What follows belongs to an exercise in optimizing a design on an open flow for small area, a short achievable clock period and few clock cycles per item; a production flow would make more cautious choices. Only simulation tests tie the RTL to the original design; equivalence was not proved. No activity file was given, so power comes from the tool's default toggle rates.

==> design.v <==
`timescale 1ns / 1ps
`default_nettype none
package rgs_pkg;
    localparam int SYM_W       = 8;
    localparam int LEN_OUT_W   = 17;
    localparam int START_OUT_W = 16;
    localparam int LM1_W       = LEN_OUT_W - 1;
    localparam int ENT_W       = LM1_W + SYM_W + START_OUT_W + 2;
    typedef struct packed {
        logic [SYM_W-1:0] symbol_in;
        logic             end_of_string;
    } t_rgs_in;
    typedef struct packed {
        logic [LEN_OUT_W-1:0]   run_length;
        logic [SYM_W-1:0]       run_symbol;
        logic [START_OUT_W-1:0] run_start;
        logic                   overflow;
        logic                   last_run;
    } t_rgs_out;
endpackage
`default_nettype wire
`timescale 1ns / 1ps
`default_nettype none
module rgs_cell (
    input  wire                          i_clk,
    input  wire                          i_ins,
    input  wire                          i_shl,
    input  wire                          i_hold,        
    input  wire                          i_keep_prev,
    input  wire                          i_keep_next,
    input  wire [rgs_pkg::ENT_W-1:0]     i_new,
    input  wire [rgs_pkg::ENT_W-1:0]     i_prev,
    input  wire [rgs_pkg::ENT_W-1:0]     i_next,
    input  wire                          i_set_ovf,
    input  wire                          i_set_last,
    input  wire                          i_ge_prev,
    input  wire                          i_ge_next,
    input  wire                          i_gm_prev,
    input  wire                          i_gm_next,
    input  wire                          i_gm_new,      
    input  wire                          i_grow,        
    input  wire                          i_restart,     
    input  wire                          i_old_n,       
    input  wire                          i_occ_n,       
    input  wire [rgs_pkg::LM1_W-1:0]     i_cmp_len,
    output logic                         o_keep,
    output logic                         o_ge,
    output logic                         o_gm,
    output logic [rgs_pkg::ENT_W-1:0]    o_ent
);
    logic [rgs_pkg::ENT_W-1:0] r_ent, n_ent;
    logic r_keep, r_ge;
    logic take_next, take_new, take_prev, take_self;
    logic ge_sel, gm_sel;
    always_comb begin
        take_next = 1'b0;
        take_new  = 1'b0;
        take_prev = 1'b0;
        if (i_shl && i_ins) begin
            take_next = i_keep_next;
            take_new  = !i_keep_next && r_keep;
        end else if (i_shl) begin
            take_next = 1'b1;
        end else if (i_ins) begin
            take_new  = !r_keep && i_keep_prev;
            take_prev = !r_keep && !i_keep_prev;
        end
    end
    assign take_self = !take_next && !take_new && !take_prev;
    assign o_gm = r_ge && !(i_grow && (r_ent[rgs_pkg::ENT_W-1 -: rgs_pkg::LM1_W] == i_cmp_len));
    always_comb begin
        n_ent = ({rgs_pkg::ENT_W{take_next}} & i_next)
              | ({rgs_pkg::ENT_W{take_new}}  & i_new)
              | ({rgs_pkg::ENT_W{take_prev}} & i_prev)
              | ({rgs_pkg::ENT_W{take_self}} & r_ent);
        n_ent[1] = n_ent[1] | i_set_ovf;
        n_ent[0] = n_ent[0] | i_set_last;
        ge_sel = (take_next & i_ge_next) | take_new | (take_prev & i_ge_prev) | (take_self & r_ge);
        gm_sel = (take_next & i_gm_next) | (take_new & i_gm_new) | (take_prev & i_gm_prev)
               | (take_self & o_gm);
    end
    always_ff @(posedge i_clk) begin
        r_ent  <= n_ent;
        r_ge   <= i_restart || gm_sel;
        r_keep <= i_hold ? r_keep : (i_old_n || (i_occ_n && ge_sel));
    end
    assign o_ent  = r_ent;
    assign o_keep = r_keep;
    assign o_ge   = r_ge;
endmodule
`default_nettype wire
`timescale 1ns / 1ps
`default_nettype none
module run_grouping_sort_by_length_unit #(
    parameter int MAX_RUNS  = 32,
    parameter int MAX_INPUT = 65536
) (
    input  wire        i_clk,
    input  wire        i_rst_n,
    input  wire        i_in_valid,
    output logic       o_in_stall,
    input  wire [8:0]  i_in_data,
    output logic       o_out_valid,
    input  wire        i_out_stall,
    output logic [42:0] o_out_data
);
    localparam int EW      = rgs_pkg::ENT_W;
    localparam int LW      = rgs_pkg::LM1_W;
    localparam int SW      = rgs_pkg::START_OUT_W;
    localparam int YW      = rgs_pkg::SYM_W;
    localparam int COUNT_W = $clog2(MAX_RUNS + 1);
    localparam int POS_W   = $clog2(MAX_INPUT + 1);
    localparam logic [POS_W-1:0]   POS_LIMIT  = POS_W'(MAX_INPUT);
    localparam logic [COUNT_W-1:0] COUNT_FULL = COUNT_W'(MAX_RUNS);
    logic          r_freeze;        
    logic          r_iv;
    logic [YW-1:0] r_isym;
    logic          r_ieos;
    assign o_in_stall = r_freeze;
    logic          r_same;          
    always_ff @(posedge i_clk) begin
        if (!i_rst_n) begin
            r_iv <= 1'b0;
        end else if (!r_freeze) begin
            r_iv <= i_in_valid;
        end
        if (!r_freeze && i_in_valid) begin
            r_isym <= i_in_data[8:1];
            r_ieos <= i_in_data[0];
            r_same <= (i_in_data[8:1] == r_isym);
        end
    end
    logic [LW-1:0]    r_cur_len, n_cur_len;    
    logic             r_has, n_has;            
    logic [YW-1:0]    r_cur_sym, n_cur_sym;
    logic [SW-1:0]    r_cur_start, n_cur_start;
    logic [POS_W-1:0] r_pos, n_pos;
    logic             r_fl, n_fl;         
    logic             r_tovf, n_tovf;     
    logic             close, close_fin;
    logic             grow, restart;      
    always_comb begin
        n_cur_len   = r_cur_len;
        n_has       = r_has;
        n_cur_sym   = r_cur_sym;
        n_cur_start = r_cur_start;
        n_pos       = r_pos;
        n_fl        = r_fl;
        n_tovf      = r_tovf;
        close       = 1'b0;
        close_fin   = 1'b0;
        grow        = 1'b0;
        restart     = 1'b0;
        if (r_iv) begin
            n_fl = r_ieos;
            if (r_fl) begin
                close       = 1'b1;
                close_fin   = 1'b1;
                restart     = 1'b1;
                n_cur_sym   = r_isym;
                n_cur_len   = '0;
                n_has       = 1'b1;
                n_cur_start = '0;
                n_pos       = POS_W'(1);
                n_tovf      = 1'b0;
            end else if (r_pos >= POS_LIMIT) begin
                n_tovf = 1'b1;
            end else begin
                if (r_has && r_same) begin
                    n_cur_len = r_cur_len + LW'(1);
                    grow      = 1'b1;
                end else begin
                    close       = r_has;
                    restart     = 1'b1;
                    n_cur_sym   = r_isym;
                    n_cur_len   = '0;
                n_has       = 1'b1;
                    n_cur_start = r_pos[SW-1:0];
                end
                n_pos = r_pos + POS_W'(1);
            end
        end else if (r_fl) begin
            close     = 1'b1;
            close_fin = 1'b1;
            restart   = 1'b1;
            n_has     = 1'b0;
            n_pos     = '0;
            n_fl      = 1'b0;
            n_tovf    = 1'b0;
        end
    end
    logic          r_pv;
    logic          r_pfin;
    logic          r_povf;
    logic [LW-1:0] r_plen;
    logic [YW-1:0] r_psym;
    logic [SW-1:0] r_pstart;
    logic          r_plen1;      
    always_ff @(posedge i_clk) begin
        if (!i_rst_n) begin
            r_has     <= 1'b0;
            r_pos     <= '0;
            r_fl      <= 1'b0;
            r_tovf    <= 1'b0;
            r_pv      <= 1'b0;
        end else if (!r_freeze) begin
            r_has     <= n_has;
            r_pos     <= n_pos;
            r_fl      <= n_fl;
            r_tovf    <= n_tovf;
            r_pv      <= close;
        end
        if (!r_freeze) begin
            r_cur_len   <= n_cur_len;
            r_cur_sym   <= n_cur_sym;
            r_cur_start <= n_cur_start;
            r_pfin      <= close_fin;
            r_povf      <= r_tovf;
            r_plen      <= r_cur_len;
            r_plen1     <= (r_cur_len == '0);
            r_psym      <= r_cur_sym;
            r_pstart    <= r_cur_start;
        end
    end
    logic [MAX_RUNS-1:0] r_occ, n_occ;        
    logic [MAX_RUNS-1:0] r_oldv, n_oldv;      
    logic [MAX_RUNS-1:0] old_sh;              
    logic [COUNT_W-1:0]  r_ccnt, n_ccnt;      
    logic                r_cfull;             
    logic                r_sovf, n_sovf;      
    logic                r_ov, r_sv;          
    logic [42:0]         r_obuf, r_sbuf;
    logic [42:0]         head;                
    logic ins, drop, fin, shl, pop, str_ovf, grow_c, restart_c;
    logic r_ins, r_shl;
    assign ins      = r_ins;
    assign drop     = r_pv && r_cfull && !r_freeze;
    assign fin      = r_pv && r_pfin && !r_freeze;
    assign shl      = r_shl;
    assign pop      = r_ov && !i_out_stall;
    assign str_ovf  = r_sovf || drop || r_povf;
    assign grow_c   = grow && !r_freeze;
    assign restart_c = restart && !r_freeze;
    always_comb begin
        n_occ = r_occ;
        if (ins && !shl) begin
            n_occ = {r_occ[MAX_RUNS-2:0], 1'b1};
        end else if (shl && !ins) begin
            n_occ = {1'b0, r_occ[MAX_RUNS-1:1]};
        end
        old_sh = shl ? {1'b0, r_oldv[MAX_RUNS-1:1]} : r_oldv;
        n_oldv = fin ? n_occ : old_sh;
        n_ccnt = fin ? '0 : (r_ccnt + COUNT_W'(ins));
        n_sovf = fin ? 1'b0 : (r_sovf || drop);
    end
    logic [EW-1:0] c_ent  [MAX_RUNS];
    logic          c_ge   [MAX_RUNS];
    logic          c_gm   [MAX_RUNS];
    logic          c_keep [MAX_RUNS];
    logic [EW-1:0] new_ent;
    logic          gm_new;
    assign new_ent = {r_plen, r_psym, r_pstart, 2'b00};
    assign gm_new  = !(grow_c && r_plen1);
    assign head    = {{1'b0, c_ent[0][EW-1 -: LW]} + 17'd1, c_ent[0][EW-LW-1:0]};
    for (genvar gi = 0; gi < MAX_RUNS; gi++) begin : g_cell
        logic          keep_prev, keep_next, ge_prev, ge_next, gm_prev, gm_next, occ_nx;
        logic [EW-1:0] prev_ent, next_ent;
        if (gi == 0) begin : g_head
            assign keep_prev = 1'b1;
            assign ge_prev   = 1'b1;
            assign gm_prev   = 1'b1;
            assign prev_ent  = new_ent;
        end else begin : g_body
            assign keep_prev = c_keep[gi-1];
            assign ge_prev   = c_ge[gi-1];
            assign gm_prev   = c_gm[gi-1];
            assign prev_ent  = c_ent[gi-1];
        end
        if (gi == MAX_RUNS - 1) begin : g_tail
            assign keep_next = 1'b0;
            assign ge_next   = 1'b0;
            assign gm_next   = 1'b0;
            assign next_ent  = c_ent[gi];
            assign occ_nx    = 1'b0;
        end else begin : g_link
            assign keep_next = c_keep[gi+1];
            assign ge_next   = c_ge[gi+1];
            assign gm_next   = c_gm[gi+1];
            assign next_ent  = c_ent[gi+1];
            assign occ_nx    = n_occ[gi+1];
        end
        rgs_cell u_cell (
            .i_clk       (i_clk),
            .i_ins       (ins),
            .i_shl       (shl),
            .i_hold      (r_freeze),
            .i_keep_prev (keep_prev),
            .i_keep_next (keep_next),
            .i_new       (new_ent),
            .i_prev      (prev_ent),
            .i_next      (next_ent),
            .i_set_ovf   (fin && str_ovf && !old_sh[gi]),
            .i_set_last  (fin && n_occ[gi] && !occ_nx),
            .i_ge_prev   (ge_prev),
            .i_ge_next   (ge_next),
            .i_gm_prev   (gm_prev),
            .i_gm_next   (gm_next),
            .i_gm_new    (gm_new),
            .i_grow      (grow_c),
            .i_restart   (restart_c),
            .i_old_n     (n_oldv[gi]),
            .i_occ_n     (n_occ[gi]),
            .i_cmp_len   (r_cur_len),
            .o_keep      (c_keep[gi]),
            .o_ge        (c_ge[gi]),
            .o_gm        (c_gm[gi]),
            .o_ent       (c_ent[gi])
        );
    end
    logic n_pv, n_sv, n_ov, n_frz;
    always_comb begin
        n_pv = r_freeze ? r_pv : close;
        n_ov = r_ov;
        n_sv = r_sv;
        if (!r_ov) begin
            n_ov = shl;
        end else if (!r_sv) begin
            if (pop) n_ov = shl;
            else     n_sv = shl;
        end else if (pop) begin
            n_sv = 1'b0;
        end
        n_frz = n_pv && n_occ[MAX_RUNS-1] && n_oldv[0] && n_sv;
    end
    always_ff @(posedge i_clk) begin
        if (!i_rst_n) begin
            r_occ    <= '0;
            r_oldv   <= '0;
            r_ccnt   <= '0;
            r_cfull  <= 1'b0;
            r_sovf   <= 1'b0;
            r_ov     <= 1'b0;
            r_sv     <= 1'b0;
            r_freeze <= 1'b0;
            r_ins    <= 1'b0;
            r_shl    <= 1'b0;
        end else begin
            r_ins    <= n_pv && (n_ccnt != COUNT_FULL) && !n_frz;
            r_shl    <= n_oldv[0] && !n_sv;
            r_occ    <= n_occ;
            r_oldv   <= n_oldv;
            r_ccnt   <= n_ccnt;
            r_cfull  <= (n_ccnt == COUNT_FULL);
            r_sovf   <= n_sovf;
            r_ov     <= n_ov;
            r_sv     <= n_sv;
            r_freeze <= n_frz;
        end
        if (!r_sv) begin
            r_sbuf <= head;
        end
        if (!r_ov || !i_out_stall) begin
            r_obuf <= r_sv ? r_sbuf : head;
        end
    end
    assign o_out_valid = r_ov;
    assign o_out_data  = r_obuf;
endmodule
`default_nettype wire
==> run.sh <==
#!/bin/bash
# synth_recipe.tcl (not shown) runs the flow's synth.tcl, then flattens the netlist and writes it again
# the make line also repeats each setting of config.mk as NAME=value (left out here)
make -C /OpenROAD-flow-scripts/flow DESIGN_CONFIG=/design/flow/config.mk WORK_HOME=/design/flow/orfs CLKGATE_MAP_FILE= SYNTH_SCRIPT=/design/flow/synth_recipe.tcl finish
==> config.mk <==
export PLATFORM = sky130hd
export DESIGN_NAME = run_grouping_sort_by_length_unit
export DESIGN_NICKNAME = run_grouping_sort_by_length_unit
export VERILOG_FILES = /design/flow/design.v
export SDC_FILE = /design/flow/constraint.sdc
export NUM_CORES = 4
export LEC_CHECK = 0
export ABC_CLOCK_PERIOD_IN_PS = 2200
export CAP_MARGIN = 20
export CORE_MARGIN = 2
export CORE_UTILIZATION = 35
export SETUP_SLACK_MARGIN = 2.3
export SLEW_MARGIN = 20
==> constraint.sdc <==
create_clock -name core_clock -period 4.5 [get_ports {i_clk}]
set_input_delay 0.9000 -clock core_clock [delete_from_list [all_inputs] [get_ports {i_clk}]]
set_output_delay 0.9000 -clock core_clock [all_outputs]
set_load 0.01 [all_outputs]
==> run notes <==
per-layer routing:
metal	part of all wire, %	vias up	track usage (%)	wire length [um]
li1	-	30800	-	-
met1	39	34500	35.6	120000
met2	43	4923	39.2	132000
met3	13	915	7.11	39700
met4	5.8	8	14.4	17800
met5	0.047	-	0.154	144
layout make-up:
cell class | count | share of cell area [%]
Multi-Input combinational cell | 5799 | 42.6
Tap cell | 2821 | 4.10
Clock inverter | 68 | 0.882
Antenna cell | 5 | 0.0145
Inverter | 40 | 0.228
Timing Repair inverter | 1 | 0.0131
Clock buffer | 267 | 6.10
Timing Repair Buffer | 390 | 4.83
Sequential cell | 1686 | 41.2
sequential cells by signal, indices dropped and copies added (netlist names), 16 cells and up:
name	count
r_sbuf	43
r_cur_start	16
g_cell.u_cell.r_ge	32
r_cur_len	16
r_occ	32
r_plen	16
r_obuf	43
g_cell.u_cell.r_keep	32
r_oldv	32
r_pstart	16
g_cell.u_cell.r_ent	1344
r_pos	17
worst paths after layout:
| path | slack (ns) | from | endpoint | cells past startpoint |
|---|---|---|---|---|
| setup / recovery | 2.15 | r_cur_len[3]$_SDFFCE_PN0P_ | g_cell[2].u_cell.r_ge$_DFF_P_ | 7 |
| hold / removal | 0.41 | r_cur_start[14]$_SDFFCE_PP0P_ | r_pstart[14]$_DFFE_PN_ | 0 |
| setup reg to reg | 2.15 | r_cur_len[3]$_SDFFCE_PN0P_ | g_cell[2].u_cell.r_ge$_DFF_P_ | 7 |
| hold reg to reg | 0.41 | r_cur_start[14]$_SDFFCE_PP0P_ | r_pstart[14]$_DFFE_PN_ | 0 |
synthesized netlist by cell type, types with 8 or more instances:
cell type  instances
buf_6             11
and2_1            20
a22oi_1          106
nor4_1            40
a31oi_1            8
inv_1             35
o211ai_1          10
nor3_1            37
nor2_2            13
a211oi_1          15
and3_1            47
o22ai_1           29
mux2_2            43
nor2_1           119
nand2b_1          17
xor2_1           171
clkbuf_1         515
or3_1              9
buf_2            257
nand3_1          165
o21ai_0           36
a21oi_1           88
a222oi_1        1244
nor3_4            19
mux2i_1           57
a221o_1           19
edfxtp_1         168
xnor2_1          392
nand4_1          127
nand2_1         2749
nor3_2            29
buf_4             14
nor2b_1           23
dfxtp_1         1518
a21oi_2           18
o21ai_1           59
per-stage QoR:
stage | util [%] | instances | setup slack, ns | hold WS (ns) | power, mW
4_1_cts | 40.0 | 11000 | 2.14 | 0.418 | 41.4
5_1_grt | 40.5 | 11100 | 2.08 | 0.420 | 43.1
3_5_place_dp | 36.6 | 10600 | 1.29 | 0.405 | 26.4
2_1_floorplan | - | 8318 | 1.95 | 0.400 | 23.6
3_3_place_gp | 36.6 | 10600 | 1.37 | 0.402 | 26.2
6_report | 40.5 | 11100 | 2.15 | 0.413 | 41.7
cell families (layout without fill, tap and decap cells):
family	after synthesis	in the layout	share of synthesized area, %
muxes	101	101	1.42
other	0	5	0
buffers and inverters	843	766	4.84
and+or+nand+nor	3451	3456	19.4
adders and majority gates	7	7	0.117
DFF	1686	1686	47.3
xor gates and xnor gates	563	563	6.58
AOI/OAI and AO/OA	1667	1672	20.3
timing repair:
| item | in CTS | in global routing |
|---|---|---|
| gates cloned | 15 | 11 |
| endpoints found under the setup margin | 1509 | 744 |
| setup buffers | 52 | 48 |
| pin swaps | 16 | 25 |
| resized for setup | 322 | 145 |
power groups by stage:
stage          Sequential, mW  Clock, mW  Combinational (mW)
2_1_floorplan            19.9          0                3.74
3_3_place_gp             21.5          0                4.67
3_5_place_dp             21.6          0                4.84
4_1_cts                  21.2       15.3                4.86
5_1_grt                  21.6       16.0                5.56
6_report                 21.5       15.3                5.03
==> results.sh <==
export IMPL_ctsHoldBuffers=0
export IMPL_dp_hpwl_um=192000
export IMPL_ir_worst_vdd_v=0.000429
export IMPL_worstSetupPathType="flip-flop to flip-flop"
export IMPL_synth_area_sq_um=74900
export IMPL_clk_pin_slew_ns=0.07
export IMPL_syn_to_final_growth_pct=14.9
export IMPL_grt_pass1_vias=65500
export IMPL_clkPwrFrac_pct=36.5
export IMPL_layout_common_cells="2,746 x nand2_1, 1,511 x dfxtp_1, 1,244 x a222oi_1, 389 x xnor2_1, 197 x buf_4"
export IMPL_synth_seq_cells=1686
export IMPL_finalWeightedCongestion=0.924
export IMPL_netlist_instances=8318
export IMPL_yosys_warnings=6
export IMPL_grt_max_degree=67
export IMPL_antenna_found_initial=7
export IMPL_die_w_um=467
export IMPL_cpLargestDelayFamily="simple AND/OR/NAND/NOR gates"
export IMPL_skew_ns=0.0329
export IMPL_cts_max_level=4
export IMPL_worstPathRequired_ns=5.23
export IMPL_io_pin_count=58
export IMPL_grt_overflow=0
export IMPL_critPathMaxFanout=37
export IMPL_ys_flop_type="dfxtp_1"
export IMPL_drive_above_1_share_pct=10.8
export IMPL_p_leak_nw=35.5
export IMPL_switching_power_mw=12.8
export IMPL_antenna_left=0
export IMPL_worstMarginPinSlew_ns=1.20
export IMPL_syn_nets=8338
export IMPL_initialDrtViolationCount=16300
export IMPL_synth_cell_types=66
export IMPL_drc_errors=0
export IMPL_vias_per_cell=6.43
export IMPL_finalWirelength_um=309000
export IMPL_ys_seq_area_share_pct=47.3
export IMPL_ff_latch_area_sq_um=35500
export IMPL_clock_latency_ns=0.85
export IMPL_nets=8117
export IMPL_status="finished clean"
export IMPL_clock_sinks=1686
export IMPL_grt_pass1_wl_um=447000
export IMPL_slowest_stage="edfxtp_1"
export IMPL_multiInputGateArea_sq_um=36700
export IMPL_dieArea_sq_um=218000
export IMPL_via_count=71200
export IMPL_p_seq_share_pct=51.4
export IMPL_max_slew_margin_pct=20.0
export IMPL_internal_power_mw=28.9
export IMPL_synth_edf_count=168
export IMPL_timing_fmax_mhz=425
export IMPL_fin_area_sq_um=86100
export IMPL_cp_end_kind="flip-flop"
export IMPL_initial_core_util_pct=35.2
export IMPL_fillCellCount=20600
export IMPL_crit_path_start_kind="flip-flop"
export IMPL_synth_top_area_share_pct=40.6
export IMPL_io_buffers=57
export IMPL_cts_tree="done"
export IMPL_ys_async_sr_fraction_pct=0
export IMPL_finalSetupViolations=0
export IMPL_dieHeight_um=467
export IMPL_std_cell_rows=169
export IMPL_cp_cell_sequence="buf_12 -> xor2_1 -> nor4_1 -> nand3_1 -> o31ai_4 -> or4_1 -> nand4_1"
export IMPL_clk_path_buf_depth=3
export IMPL_tns_ns=0
export IMPL_hold_violations=0
export IMPL_min_period_over_period_pct=52.3
export IMPL_crit_path_max_incr_delay_ns=0.42
export IMPL_pwr_share_comb_pct=12.0
export IMPL_cts_buffers=179
export IMPL_power_share_switching_pct=30.8
export IMPL_clock_root_buffer="clkbuf_16"
export IMPL_syn_area_per_cell_sq_um=9.00
export IMPL_ys_top_cells_by_area="dfxtp_1 41%, a222oi_1 17%, nand2_1 14%"
export IMPL_track_usage_pct=26.7
export IMPL_rsz0062_at_grt="true"
export IMPL_wl_per_cell_um=27.9
export IMPL_worstPathArrival_ns=3.08
export IMPL_drv_cap=0
export IMPL_slew_violations=0
export IMPL_power_density_nw_per_um2=485
export IMPL_path_buf_inv=1
export IMPL_synth_top_area_cell="dfxtp_1"
export IMPL_period_needed_ns=2.35
export IMPL_drtPass1Iterations=14
export IMPL_core_area_sq_um=213000
export IMPL_layout_commonest_cell="nand2_1"
export IMPL_place_area_sq_um=77800
export IMPL_min_path_type="flip-flop to flip-flop"
Testbench counts, summed over its fixed seeds: cycles 11,213, bytes 10,992.

-- what the ideal ports hide --
Ports are ideal in the flow. The routed layout listed here was re-timed in OpenROAD.
Step 1, drivers: a clkbuf_16 drives i_clk and a buf_2 each remaining input, both assumed.
Step 2, shift: input delay + t, output delay - t, t = (earliest + latest rising clock arrival at the registers) / 2. This alone moves slack from input paths to output paths.
Three values: ideal, step 1, step 2; two values: the first two.
shift t [ns]: 0.924
setup slack, ns: 2.148 / 2.109 / 1.917
worst hold slack (ns): 0.413 / 0.413 / 0.413
worst setup path at the end: input to register
worst data-port slew with drivers (ns): 0.05
After both steps this run still meets setup and hold. For this run, drivers alone change the setup slack by -0.039 ns; drivers and shift together by -0.231 ns.
